Source: an optimization exercise on an open RTL-to-GDS flow (aim: small area, a short achievable clock period and few clock cycles per item). Production flows keep margins and buffers that such runs may drop.
Where RTL was checked, it was by simulation tests only, not by an equivalence proof against the original.

==> wip/amber <==
// rgbw_linear_fade_engine
module rgbw_linear_fade_engine #(
  parameter int LEVEL_BITS = 10
) (
  input  logic                  clk,
  input  logic                  rst,
  input  logic                  in_valid,
  output logic                  in_ready,
  input  logic                  cmd,
  input  logic [LEVEL_BITS-1:0] channel_0,
  input  logic [LEVEL_BITS-1:0] channel_1,
  input  logic [LEVEL_BITS-1:0] channel_2,
  input  logic [LEVEL_BITS-1:0] channel_3,
  input  logic                  fade_on,
  output logic                  out_valid,
  input  logic                  out_ready,
  output logic [LEVEL_BITS-1:0] drive_0,
  output logic [LEVEL_BITS-1:0] drive_1,
  output logic [LEVEL_BITS-1:0] drive_2,
  output logic [LEVEL_BITS-1:0] drive_3,
  output logic                  fade_done,
  input  logic                  cfg_valid,
  output logic                  cfg_ready,
  input  logic [7:0]            cfg_data
);
make LEC_CHECK=0 CAP_MARGIN=20 CORE_MARGIN=2 CORE_UTILIZATION=40 SLEW_MARGIN=20 finish   # period 8.5 ns
run.sh (not shown) runs the stock make flow with config.mk's settings and CLKGATE_MAP_FILE= SYNTH_SCRIPT=/design/flow/synth_recipe.tcl, a recipe that flattens the netlist after the stock synthesis.
==> wip/lagoon: changes against wip/amber <==
SETUP_SLACK_MARGIN = 5   (was unset)
==> notes <==
wip/lagoon completed with no timing, DRC or antenna violations. wip/amber completed without violations. In wip/lagoon the global-route usage is higher than in wip/amber, by 1.2 points. Register-to-register slack: wip/amber is worse than wip/lagoon (0.65 ns). In wip/lagoon the non-clock buffer count is higher than in wip/amber, by 110. Of wip/lagoon and wip/amber, wip/lagoon has the higher setup slack (gap 1.0 ns). Synthesized cell count is the same in wip/amber and wip/lagoon. Utilization: wip/amber is lower than wip/lagoon (4.9 points). Between wip/lagoon and wip/amber, the lower routed wire length is in wip/amber (gap about 7%, measured against wip/amber). Of wip/amber and wip/lagoon, wip/lagoon has the higher design area (gap 9.8%, measured against wip/lagoon). Against wip/lagoon, the final cell count of wip/amber is smaller by about 4%.
==> figures <==
quantity	wip/amber	wip/lagoon
Post-route design area	21800 µm²	24200 µm²
Maximum fanout encountered on the critical timing path	42	5
Wire length on met3	4530 µm	4950 µm
Type of the setup path with the least slack	in -> reg	reg -> reg
Min Clock Period, post-route	4.70 ns	3.66 ns
CP max-delay cell	sky130_fd_sc_hd__nand2_1	sky130_fd_sc_hd__edfxtp_1
Beginning of the critical path	in_valid	mag_q[3][1]
Final cycle utilization of the critical path	0.553	0.431
Clock buffer cells	30	29
Status	no timing/DRC/antenna violations	no timing/DRC/antenna violations
Non-clock buffer contribution to total cell area	0.0502	0.0909
Routability Congestion	0.889	0.901
Overall Global Routing Usage	0.239	0.251
Setup repair after global routing missed its margin	false	true
Maximum number of pins on one net before global-route repair	61	77
Number of setup buffers added after CTS	0	64
Clock distribution area overhead in the final layout	0.0375	0.0346
Placed Instance Area	21000 µm²	21000 µm²
Testbench counts of wip/amber, summed over its fixed seeds: cycles 40,151, results 13,995.
Testbench counts of wip/lagoon, summed over its fixed seeds: cycles 40,151, results 13,995.

==> job 282 <==
Another version of the RTL of rgbw_linear_fade_engine (not shown whole).
Settings: LEC_CHECK=0, CAP_MARGIN=20, CORE_MARGIN=2, CORE_UTILIZATION=40, SETUP_SLACK_MARGIN=5, SLEW_MARGIN=20; clock period 8.5 ns.
==> job 4954: changes against job 282 <==
--- a/flow/design.v
+++ b/flow/design.v
@@ -33,35 +33,34 @@
   logic [7:0]    interval_q;
   logic [7:0]    tick_q;
   logic [LB-1:0] target_q [NUM_CH];
   logic [LB-1:0] mag_q    [NUM_CH];    
   logic          dir_q    [NUM_CH];    
   logic [LB:0]   d_q      [NUM_CH];    
   logic [LB-1:0] level_q  [NUM_CH];
-  logic [LB:0]   nneg_q;               
-  logic          nd_q;                 
+  logic [LB-1:0] n_q;                  
   logic [LB-1:0] rem_q;                
   logic          s1_q;                 
+  logic          s2_q;                 
   logic          ini_q;                
   logic          fading_q;
   logic          out_valid_q;
   logic          done_q;
   logic          in_ready_q;
   logic          pcolor_q;             
   logic          pfade_q;
   logic          pstep_q;              
   logic          pdone_q;
-  logic [1:0]    win_q;                
+  logic [2:0]    win_q;                
   logic          hit_q;                
   logic [LB-1:0] in_lv    [NUM_CH];
   logic [LB:0]   sum      [NUM_CH];
   logic [LB-1:0] lvl_step [NUM_CH];
   logic          zero     [NUM_CH];    
-  logic [LB:0]   key      [NUM_CH];
-  logic [LB:0]   max01, max23, max_key;
+  logic [LB-1:0] max01, max23, max_mag;
   logic          same;
   assign in_lv[0] = channel_0;
   assign in_lv[1] = channel_1;
   assign in_lv[2] = channel_2;
   assign in_lv[3] = channel_3;
   assign cfg_ready = 1'b1;
   assign in_ready  = in_ready_q;
@@ -72,23 +71,23 @@
   assign drive_2   = level_q[2];
   assign drive_3   = level_q[3];
   logic       accept, acc_color, acc_tick, out_free, step_acc;
   logic [7:0] tick_inc, interval_eff;
   logic       step_done, color_done;
   logic       app_color, app_step, app_step_now;
   logic       fading_next, pcolor_next, pstep_next, out_valid_next, stall_next;
-  logic [1:0] win_next;
+  logic [2:0] win_next;
   assign accept    = in_valid & in_ready_q;
   assign acc_color = accept & (cmd == CMD_COLOR);
   assign acc_tick  = accept & (cmd == CMD_TICK);
   assign out_free  = ~out_valid_q | out_ready;
   assign interval_eff = (interval_q == 8'd0) ? 8'd1 : interval_q;
   assign tick_inc     = tick_q + 8'd1;
   assign step_acc     = acc_tick & fading_q & hit_q;
-  assign step_done    = nd_q ? (rem_q == LB'(0)) : (rem_q == LB'(1));
+  assign step_done    = rem_q == LB'(1);
   always_comb begin
     same = 1'b1;
     for (int c = 0; c < NUM_CH; c++)
       if (!zero[c]) same = 1'b0;
   end
   assign color_done = ~pfade_q | same;
   assign app_color    = pcolor_q & out_free;
@@ -112,43 +111,47 @@
   assign h_zero   = interval_q <= 8'd1;
   always_comb begin
     if (acc_color) hit_next = h_zero;
     else if (acc_tick & fading_q) hit_next = hit_q ? h_zero : h_inc;
     else hit_next = h_same;
   end
   assign fading_cons = acc_color ? fade_on : app_color ? pfade_q : fading_next;
-  assign win_next    = acc_color ? 2'd3 : app_color ? 2'd2 :
-                       (win_q != 2'd0) ? win_q - 2'd1 : 2'd0;
-  assign stall_next  = (win_next != 2'd0) & fading_cons & hit_next;
+  assign win_next    = acc_color ? 3'd4 : app_color ? 3'd3 :
+                       (win_q != 3'd0) ? win_q - 3'd1 : 3'd0;
+  assign stall_next  = (win_next != 3'd0) & fading_cons & hit_next;
+  logic s1m, inim;
+  assign s1m  = s1_q & ~pcolor_q;
+  assign inim = ini_q & ~pcolor_q & ~s1_q;
   always_comb begin
     for (int c = 0; c < NUM_CH; c++) begin
-      logic          ge;
+      logic          ge, sel, x_s1;
       logic [LB:0]   p, q, r, cs, cc;
       logic [LB-1:0] x;
       logic          run;
-      ge = ~d_q[c][LB];
+      ge   = ~d_q[c][LB];
+      sel  = (inim | ge) & ~pcolor_q & ~s1_q;
+      x_s1 = s1m & dir_q[c];
       p   = d_q[c];
-      q   = {pcolor_q, mag_q[c]};
-      r   = ((ini_q | ge) & ~pcolor_q) ? nneg_q : '0;
+      q   = {pcolor_q, mag_q[c] ^ {LB{x_s1}}};
+      r   = sel ? {1'b1, ~n_q} : '0;
       cs  = p ^ q ^ r;
       cc  = {(p[LB-1:0] & q[LB-1:0]) | (p[LB-1:0] & r[LB-1:0]) | (q[LB-1:0] & r[LB-1:0]),
-             pcolor_q | dir_q[c]};
+             pcolor_q | x_s1 | sel};
       sum[c]  = cs + cc;
       zero[c] = &cs[LB-1:0];    
       x   = level_q[c] ^ {LB{dir_q[c]}};
       run = ge;
       for (int b = 0; b < LB; b++) begin
         lvl_step[c][b] = level_q[c][b] ^ run;
         run = run & x[b];
       end
-      key[c] = {mag_q[c], dir_q[c]};
     end
-    max01   = (key[0] > key[1]) ? key[0] : key[1];
-    max23   = (key[2] > key[3]) ? key[2] : key[3];
-    max_key = (max01 > max23) ? max01 : max23;
+    max01   = (mag_q[0] > mag_q[1]) ? mag_q[0] : mag_q[1];
+    max23   = (mag_q[2] > mag_q[3]) ? mag_q[2] : mag_q[3];
+    max_mag = (max01 > max23) ? max01 : max23;
   end
   always_ff @(posedge clk) begin
     if (rst) begin
       interval_q  <= FADE_INTERVAL_RESET;
       tick_q      <= '0;
       fading_q    <= 1'b0;
       out_valid_q <= 1'b0;
@@ -171,32 +174,28 @@
       pstep_q     <= pstep_next;
       win_q       <= win_next;
       in_ready_q  <= ~pstep_next & ~(pcolor_next & out_valid_next) & ~stall_next & ~cfg_valid;
     end
   end
   always_ff @(posedge clk) begin
     s1_q  <= app_color;
-    ini_q <= s1_q;
-    if (s1_q) begin
-      rem_q  <= max_key[LB:1];
-      nd_q   <= max_key[0];
-      nneg_q <= ~{1'b0, max_key[LB:1]};
-    end else begin
-      if (step_acc) rem_q <= rem_q - LB'(1);
-      if (ini_q) nneg_q <= nneg_q + {{LB{1'b0}}, ~nd_q};
-    end
+    s2_q  <= s1_q & ~app_color;
+    ini_q <= s2_q & ~app_color;
+    n_q   <= max_mag;
+    if (inim) rem_q <= n_q;
+    else if (step_acc) rem_q <= rem_q - LB'(1);
     if (acc_color) pfade_q <= fade_on;
     if (step_acc) pdone_q <= step_done;
     for (int c = 0; c < NUM_CH; c++) begin
       if (acc_color) mag_q[c] <= ~target_q[c];
-      else if (app_color) mag_q[c] <= sum[c][LB-1:0] ^ {LB{sum[c][LB]}};
+      else if (app_color | s1m) mag_q[c] <= sum[c][LB-1:0];
       if (app_color) dir_q[c] <= sum[c][LB];
       if (acc_color) d_q[c] <= {1'b0, in_lv[c]};
-      else if (s1_q & ~pcolor_q) d_q[c] <= {{LB{1'b0}}, ~max_key[0]};
-      else if ((ini_q & ~pcolor_q) | app_step) d_q[c] <= sum[c];
+      else if (app_color) d_q[c] <= '0;
+      else if (inim | app_step) d_q[c] <= sum[c];
       if (app_color) level_q[c] <= pfade_q ? ~mag_q[c] : target_q[c];
       else if (app_step) level_q[c] <= lvl_step[c];
     end
     if (app_color) done_q <= color_done;
     else if (app_step_now) done_q <= step_done;
     else if (app_step) done_q <= pdone_q;
   end
Settings changed: CTS_CLUSTER_DIAMETER set to 80, CTS_CLUSTER_SIZE set to 30, SETUP_SLACK_MARGIN 5 to 4.75.
==> job 8223: changes against job 282 <==
--- a/flow/design.v
+++ b/flow/design.v
@@ -33,35 +33,34 @@
   logic [7:0]    interval_q;
   logic [7:0]    tick_q;
   logic [LB-1:0] target_q [NUM_CH];
   logic [LB-1:0] mag_q    [NUM_CH];    
   logic          dir_q    [NUM_CH];    
   logic [LB:0]   d_q      [NUM_CH];    
   logic [LB-1:0] level_q  [NUM_CH];
-  logic [LB:0]   nneg_q;               
-  logic          nd_q;                 
+  logic [LB-1:0] n_q;                  
   logic [LB-1:0] rem_q;                
   logic          s1_q;                 
+  logic          s2_q;                 
   logic          ini_q;                
   logic          fading_q;
   logic          out_valid_q;
   logic          done_q;
   logic          in_ready_q;
   logic          pcolor_q;             
   logic          pfade_q;
   logic          pstep_q;              
   logic          pdone_q;
-  logic [1:0]    win_q;                
+  logic [2:0]    win_q;                
   logic          hit_q;                
   logic [LB-1:0] in_lv    [NUM_CH];
   logic [LB:0]   sum      [NUM_CH];
   logic [LB-1:0] lvl_step [NUM_CH];
   logic          zero     [NUM_CH];    
-  logic [LB:0]   key      [NUM_CH];
-  logic [LB:0]   max01, max23, max_key;
+  logic [LB-1:0] max01, max23, max_mag;
   logic          same;
   assign in_lv[0] = channel_0;
   assign in_lv[1] = channel_1;
   assign in_lv[2] = channel_2;
   assign in_lv[3] = channel_3;
   assign cfg_ready = 1'b1;
   assign in_ready  = in_ready_q;
@@ -72,23 +71,23 @@
   assign drive_2   = level_q[2];
   assign drive_3   = level_q[3];
   logic       accept, acc_color, acc_tick, out_free, step_acc;
   logic [7:0] tick_inc, interval_eff;
   logic       step_done, color_done;
   logic       app_color, app_step, app_step_now;
   logic       fading_next, pcolor_next, pstep_next, out_valid_next, stall_next;
-  logic [1:0] win_next;
+  logic [2:0] win_next;
   assign accept    = in_valid & in_ready_q;
   assign acc_color = accept & (cmd == CMD_COLOR);
   assign acc_tick  = accept & (cmd == CMD_TICK);
   assign out_free  = ~out_valid_q | out_ready;
   assign interval_eff = (interval_q == 8'd0) ? 8'd1 : interval_q;
   assign tick_inc     = tick_q + 8'd1;
   assign step_acc     = acc_tick & fading_q & hit_q;
-  assign step_done    = nd_q ? (rem_q == LB'(0)) : (rem_q == LB'(1));
+  assign step_done    = rem_q == LB'(1);
   always_comb begin
     same = 1'b1;
     for (int c = 0; c < NUM_CH; c++)
       if (!zero[c]) same = 1'b0;
   end
   assign color_done = ~pfade_q | same;
   assign app_color    = pcolor_q & out_free;
@@ -112,43 +111,47 @@
   assign h_zero   = interval_q <= 8'd1;
   always_comb begin
     if (acc_color) hit_next = h_zero;
     else if (acc_tick & fading_q) hit_next = hit_q ? h_zero : h_inc;
     else hit_next = h_same;
   end
   assign fading_cons = acc_color ? fade_on : app_color ? pfade_q : fading_next;
-  assign win_next    = acc_color ? 2'd3 : app_color ? 2'd2 :
-                       (win_q != 2'd0) ? win_q - 2'd1 : 2'd0;
-  assign stall_next  = (win_next != 2'd0) & fading_cons & hit_next;
+  assign win_next    = acc_color ? 3'd4 : app_color ? 3'd3 :
+                       (win_q != 3'd0) ? win_q - 3'd1 : 3'd0;
+  assign stall_next  = (win_next != 3'd0) & fading_cons & hit_next;
+  logic s1m, inim;
+  assign s1m  = s1_q & ~pcolor_q;
+  assign inim = ini_q & ~pcolor_q & ~s1_q;
   always_comb begin
     for (int c = 0; c < NUM_CH; c++) begin
-      logic          ge;
+      logic          ge, sel, x_s1;
       logic [LB:0]   p, q, r, cs, cc;
       logic [LB-1:0] x;
       logic          run;
-      ge = ~d_q[c][LB];
+      ge   = ~d_q[c][LB];
+      sel  = (inim | ge) & ~pcolor_q & ~s1_q;
+      x_s1 = s1m & dir_q[c];
       p   = d_q[c];
-      q   = {pcolor_q, mag_q[c]};
-      r   = ((ini_q | ge) & ~pcolor_q) ? nneg_q : '0;
+      q   = {pcolor_q, mag_q[c] ^ {LB{x_s1}}};
+      r   = sel ? {1'b1, ~n_q} : '0;
       cs  = p ^ q ^ r;
       cc  = {(p[LB-1:0] & q[LB-1:0]) | (p[LB-1:0] & r[LB-1:0]) | (q[LB-1:0] & r[LB-1:0]),
-             pcolor_q | dir_q[c]};
+             pcolor_q | x_s1 | sel};
       sum[c]  = cs + cc;
       zero[c] = &cs[LB-1:0];    
       x   = level_q[c] ^ {LB{dir_q[c]}};
       run = ge;
       for (int b = 0; b < LB; b++) begin
         lvl_step[c][b] = level_q[c][b] ^ run;
         run = run & x[b];
       end
-      key[c] = {mag_q[c], dir_q[c]};
     end
-    max01   = (key[0] > key[1]) ? key[0] : key[1];
-    max23   = (key[2] > key[3]) ? key[2] : key[3];
-    max_key = (max01 > max23) ? max01 : max23;
+    max01   = (mag_q[0] > mag_q[1]) ? mag_q[0] : mag_q[1];
+    max23   = (mag_q[2] > mag_q[3]) ? mag_q[2] : mag_q[3];
+    max_mag = (max01 > max23) ? max01 : max23;
   end
   always_ff @(posedge clk) begin
     if (rst) begin
       interval_q  <= FADE_INTERVAL_RESET;
       tick_q      <= '0;
       fading_q    <= 1'b0;
       out_valid_q <= 1'b0;
@@ -171,32 +174,28 @@
       pstep_q     <= pstep_next;
       win_q       <= win_next;
       in_ready_q  <= ~pstep_next & ~(pcolor_next & out_valid_next) & ~stall_next & ~cfg_valid;
     end
   end
   always_ff @(posedge clk) begin
     s1_q  <= app_color;
-    ini_q <= s1_q;
-    if (s1_q) begin
-      rem_q  <= max_key[LB:1];
-      nd_q   <= max_key[0];
-      nneg_q <= ~{1'b0, max_key[LB:1]};
-    end else begin
-      if (step_acc) rem_q <= rem_q - LB'(1);
-      if (ini_q) nneg_q <= nneg_q + {{LB{1'b0}}, ~nd_q};
-    end
+    s2_q  <= s1_q & ~app_color;
+    ini_q <= s2_q & ~app_color;
+    n_q   <= max_mag;
+    if (inim) rem_q <= n_q;
+    else if (step_acc) rem_q <= rem_q - LB'(1);
     if (acc_color) pfade_q <= fade_on;
     if (step_acc) pdone_q <= step_done;
     for (int c = 0; c < NUM_CH; c++) begin
       if (acc_color) mag_q[c] <= ~target_q[c];
-      else if (app_color) mag_q[c] <= sum[c][LB-1:0] ^ {LB{sum[c][LB]}};
+      else if (app_color | s1m) mag_q[c] <= sum[c][LB-1:0];
       if (app_color) dir_q[c] <= sum[c][LB];
       if (acc_color) d_q[c] <= {1'b0, in_lv[c]};
-      else if (s1_q & ~pcolor_q) d_q[c] <= {{LB{1'b0}}, ~max_key[0]};
-      else if ((ini_q & ~pcolor_q) | app_step) d_q[c] <= sum[c];
+      else if (app_color) d_q[c] <= '0;
+      else if (inim | app_step) d_q[c] <= sum[c];
       if (app_color) level_q[c] <= pfade_q ? ~mag_q[c] : target_q[c];
       else if (app_step) level_q[c] <= lvl_step[c];
     end
     if (app_color) done_q <= color_done;
     else if (app_step_now) done_q <= step_done;
     else if (app_step) done_q <= pdone_q;
   end
Settings changed: CTS_CLUSTER_DIAMETER set to 60, CTS_CLUSTER_SIZE set to 30, SETUP_SLACK_MARGIN 5 to 4.75.
==> job 8513: changes against job 282 <==
--- a/flow/design.v
+++ b/flow/design.v
@@ -33,35 +33,34 @@
   logic [7:0]    interval_q;
   logic [7:0]    tick_q;
   logic [LB-1:0] target_q [NUM_CH];
   logic [LB-1:0] mag_q    [NUM_CH];    
   logic          dir_q    [NUM_CH];    
   logic [LB:0]   d_q      [NUM_CH];    
   logic [LB-1:0] level_q  [NUM_CH];
-  logic [LB:0]   nneg_q;               
-  logic          nd_q;                 
+  logic [LB-1:0] n_q;                  
   logic [LB-1:0] rem_q;                
   logic          s1_q;                 
+  logic          s2_q;                 
   logic          ini_q;                
   logic          fading_q;
   logic          out_valid_q;
   logic          done_q;
   logic          in_ready_q;
   logic          pcolor_q;             
   logic          pfade_q;
   logic          pstep_q;              
   logic          pdone_q;
-  logic [1:0]    win_q;                
+  logic [2:0]    win_q;                
   logic          hit_q;                
   logic [LB-1:0] in_lv    [NUM_CH];
   logic [LB:0]   sum      [NUM_CH];
   logic [LB-1:0] lvl_step [NUM_CH];
   logic          zero     [NUM_CH];    
-  logic [LB:0]   key      [NUM_CH];
-  logic [LB:0]   max01, max23, max_key;
+  logic [LB-1:0] max01, max23, max_mag;
   logic          same;
   assign in_lv[0] = channel_0;
   assign in_lv[1] = channel_1;
   assign in_lv[2] = channel_2;
   assign in_lv[3] = channel_3;
   assign cfg_ready = 1'b1;
   assign in_ready  = in_ready_q;
@@ -72,23 +71,23 @@
   assign drive_2   = level_q[2];
   assign drive_3   = level_q[3];
   logic       accept, acc_color, acc_tick, out_free, step_acc;
   logic [7:0] tick_inc, interval_eff;
   logic       step_done, color_done;
   logic       app_color, app_step, app_step_now;
   logic       fading_next, pcolor_next, pstep_next, out_valid_next, stall_next;
-  logic [1:0] win_next;
+  logic [2:0] win_next;
   assign accept    = in_valid & in_ready_q;
   assign acc_color = accept & (cmd == CMD_COLOR);
   assign acc_tick  = accept & (cmd == CMD_TICK);
   assign out_free  = ~out_valid_q | out_ready;
   assign interval_eff = (interval_q == 8'd0) ? 8'd1 : interval_q;
   assign tick_inc     = tick_q + 8'd1;
   assign step_acc     = acc_tick & fading_q & hit_q;
-  assign step_done    = nd_q ? (rem_q == LB'(0)) : (rem_q == LB'(1));
+  assign step_done    = rem_q == LB'(1);
   always_comb begin
     same = 1'b1;
     for (int c = 0; c < NUM_CH; c++)
       if (!zero[c]) same = 1'b0;
   end
   assign color_done = ~pfade_q | same;
   assign app_color    = pcolor_q & out_free;
@@ -112,43 +111,47 @@
   assign h_zero   = interval_q <= 8'd1;
   always_comb begin
     if (acc_color) hit_next = h_zero;
     else if (acc_tick & fading_q) hit_next = hit_q ? h_zero : h_inc;
     else hit_next = h_same;
   end
   assign fading_cons = acc_color ? fade_on : app_color ? pfade_q : fading_next;
-  assign win_next    = acc_color ? 2'd3 : app_color ? 2'd2 :
-                       (win_q != 2'd0) ? win_q - 2'd1 : 2'd0;
-  assign stall_next  = (win_next != 2'd0) & fading_cons & hit_next;
+  assign win_next    = acc_color ? 3'd4 : app_color ? 3'd3 :
+                       (win_q != 3'd0) ? win_q - 3'd1 : 3'd0;
+  assign stall_next  = (win_next != 3'd0) & fading_cons & hit_next;
+  logic s1m, inim;
+  assign s1m  = s1_q & ~pcolor_q;
+  assign inim = ini_q & ~pcolor_q & ~s1_q;
   always_comb begin
     for (int c = 0; c < NUM_CH; c++) begin
-      logic          ge;
+      logic          ge, sel, x_s1;
       logic [LB:0]   p, q, r, cs, cc;
       logic [LB-1:0] x;
       logic          run;
-      ge = ~d_q[c][LB];
+      ge   = ~d_q[c][LB];
+      sel  = (inim | ge) & ~pcolor_q & ~s1_q;
+      x_s1 = s1m & dir_q[c];
       p   = d_q[c];
-      q   = {pcolor_q, mag_q[c]};
-      r   = ((ini_q | ge) & ~pcolor_q) ? nneg_q : '0;
+      q   = {pcolor_q, mag_q[c] ^ {LB{x_s1}}};
+      r   = sel ? {1'b1, ~n_q} : '0;
       cs  = p ^ q ^ r;
       cc  = {(p[LB-1:0] & q[LB-1:0]) | (p[LB-1:0] & r[LB-1:0]) | (q[LB-1:0] & r[LB-1:0]),
-             pcolor_q | dir_q[c]};
+             pcolor_q | x_s1 | sel};
       sum[c]  = cs + cc;
       zero[c] = &cs[LB-1:0];    
       x   = level_q[c] ^ {LB{dir_q[c]}};
       run = ge;
       for (int b = 0; b < LB; b++) begin
         lvl_step[c][b] = level_q[c][b] ^ run;
         run = run & x[b];
       end
-      key[c] = {mag_q[c], dir_q[c]};
     end
-    max01   = (key[0] > key[1]) ? key[0] : key[1];
-    max23   = (key[2] > key[3]) ? key[2] : key[3];
-    max_key = (max01 > max23) ? max01 : max23;
+    max01   = (mag_q[0] > mag_q[1]) ? mag_q[0] : mag_q[1];
+    max23   = (mag_q[2] > mag_q[3]) ? mag_q[2] : mag_q[3];
+    max_mag = (max01 > max23) ? max01 : max23;
   end
   always_ff @(posedge clk) begin
     if (rst) begin
       interval_q  <= FADE_INTERVAL_RESET;
       tick_q      <= '0;
       fading_q    <= 1'b0;
       out_valid_q <= 1'b0;
@@ -171,32 +174,28 @@
       pstep_q     <= pstep_next;
       win_q       <= win_next;
       in_ready_q  <= ~pstep_next & ~(pcolor_next & out_valid_next) & ~stall_next & ~cfg_valid;
     end
   end
   always_ff @(posedge clk) begin
     s1_q  <= app_color;
-    ini_q <= s1_q;
-    if (s1_q) begin
-      rem_q  <= max_key[LB:1];
-      nd_q   <= max_key[0];
-      nneg_q <= ~{1'b0, max_key[LB:1]};
-    end else begin
-      if (step_acc) rem_q <= rem_q - LB'(1);
-      if (ini_q) nneg_q <= nneg_q + {{LB{1'b0}}, ~nd_q};
-    end
+    s2_q  <= s1_q & ~app_color;
+    ini_q <= s2_q & ~app_color;
+    n_q   <= max_mag;
+    if (inim) rem_q <= n_q;
+    else if (step_acc) rem_q <= rem_q - LB'(1);
     if (acc_color) pfade_q <= fade_on;
     if (step_acc) pdone_q <= step_done;
     for (int c = 0; c < NUM_CH; c++) begin
       if (acc_color) mag_q[c] <= ~target_q[c];
-      else if (app_color) mag_q[c] <= sum[c][LB-1:0] ^ {LB{sum[c][LB]}};
+      else if (app_color | s1m) mag_q[c] <= sum[c][LB-1:0];
       if (app_color) dir_q[c] <= sum[c][LB];
       if (acc_color) d_q[c] <= {1'b0, in_lv[c]};
-      else if (s1_q & ~pcolor_q) d_q[c] <= {{LB{1'b0}}, ~max_key[0]};
-      else if ((ini_q & ~pcolor_q) | app_step) d_q[c] <= sum[c];
+      else if (app_color) d_q[c] <= '0;
+      else if (inim | app_step) d_q[c] <= sum[c];
       if (app_color) level_q[c] <= pfade_q ? ~mag_q[c] : target_q[c];
       else if (app_step) level_q[c] <= lvl_step[c];
     end
     if (app_color) done_q <= color_done;
     else if (app_step_now) done_q <= step_done;
     else if (app_step) done_q <= pdone_q;
   end
Settings changed: CORE_UTILIZATION 40 to 50, SETUP_SLACK_MARGIN 5 to 4.5.
==> flow_summary.ini <==
[worst_setup_path]
critical_path_arrival_ns = 3.93

[drt]
num_vias = 12300

[placement]
place_hpwl_um = 31200
post-place-ws_ns = 2.95

[outcome]
status = no timing/DRC/antenna violations

[floorplanning]
core-area_mm2 = 0.0375
(the above is from job 8223)
==> flow_summary.ini <==
[outcome]
status = no timing/DRC/antenna violations

[drt]
num_vias = 12200

[placement]
post-place-ws_ns = 2.97
place_hpwl_um = 30800

[cts]
cts_max_path_buffers = 3

[worst_setup_path]
critical_path_arrival_ns = 4.33

[floorplanning]
core-area_mm2 = 0.0298

[final_layout]
flip_flop_count_of_the_largest_register_all_copies_and_words_added = 44
(the above is from job 8513)
==> flow_summary.ini <==
[floorplanning]
core-area_mm2 = 0.0374

[worst_setup_path]
critical_path_arrival_ns = 4.38

[cts]
cts_max_path_buffers = 3

[outcome]
status = no timing/DRC/antenna violations

[placement]
post-place-ws_ns = 3.26
place_hpwl_um = 32700
(the above is from job 282)
==> flow_summary.ini <==
[yosys]
synth_most_common_cell = sky130_fd_sc_hd__nand2_1

[floorplanning]
core-area_mm2 = 0.0375

[drt]
num_vias = 12300

[placement]
post-place-ws_ns = 2.95
place_hpwl_um = 31200

[cts]
ctsRootBufferMaster = sky130_fd_sc_hd__clkbuf_16

[worst_setup_path]
critical_path_arrival_ns = 3.90

[outcome]
status = no timing/DRC/antenna violations
(the above is from job 4954)
Testbench counts of job 4954, summed over its fixed seeds: cycles 41,136, results 13,995.
Testbench counts of job 8223, summed over its fixed seeds: cycles 41,136, results 13,995.
Testbench counts of job 8513, summed over its fixed seeds: cycles 41,136, results 13,995.
Function not checked in job 282: the RTL went through the layout flow alone.

-- port drivers added, routing unchanged --
No port has a modelled driver above. Below, the same layouts with a new extraction and two added sets of constraints. Step 1 assumes that a clkbuf_16 drives the clock port and a buf_2 every other input. Step 2 also shifts input and output timing later by t, the mid clock arrival at the registers, as if the neighbouring blocks saw the same clock. Slacks: ideal / step 1 / step 2; pairs: ideal / step 1.
run | t (ns) | setup slack, ns | worst setup path after step 2
wip/amber | 0.581 | 3.795 / 3.823 / 3.242 | input to register
wip/lagoon | 0.586 | 4.841 / 4.841 / 4.450 | input to register
job 282 | 0.586 | 4.521 / 4.521 / 4.451 | input to register
job 4954 | 0.558 | 4.858 / 4.858 / 4.339 | input to register
job 8223 | 0.590 | 4.847 / 4.847 / 4.300 | input to register
job 8513 | 0.591 | 4.644 / 4.644 / 4.164 | input to register
After both steps every run listed still meets setup and hold. For wip/amber, which loses most, drivers alone change the setup slack by +0.028 ns; drivers and shift together by -0.553 ns.
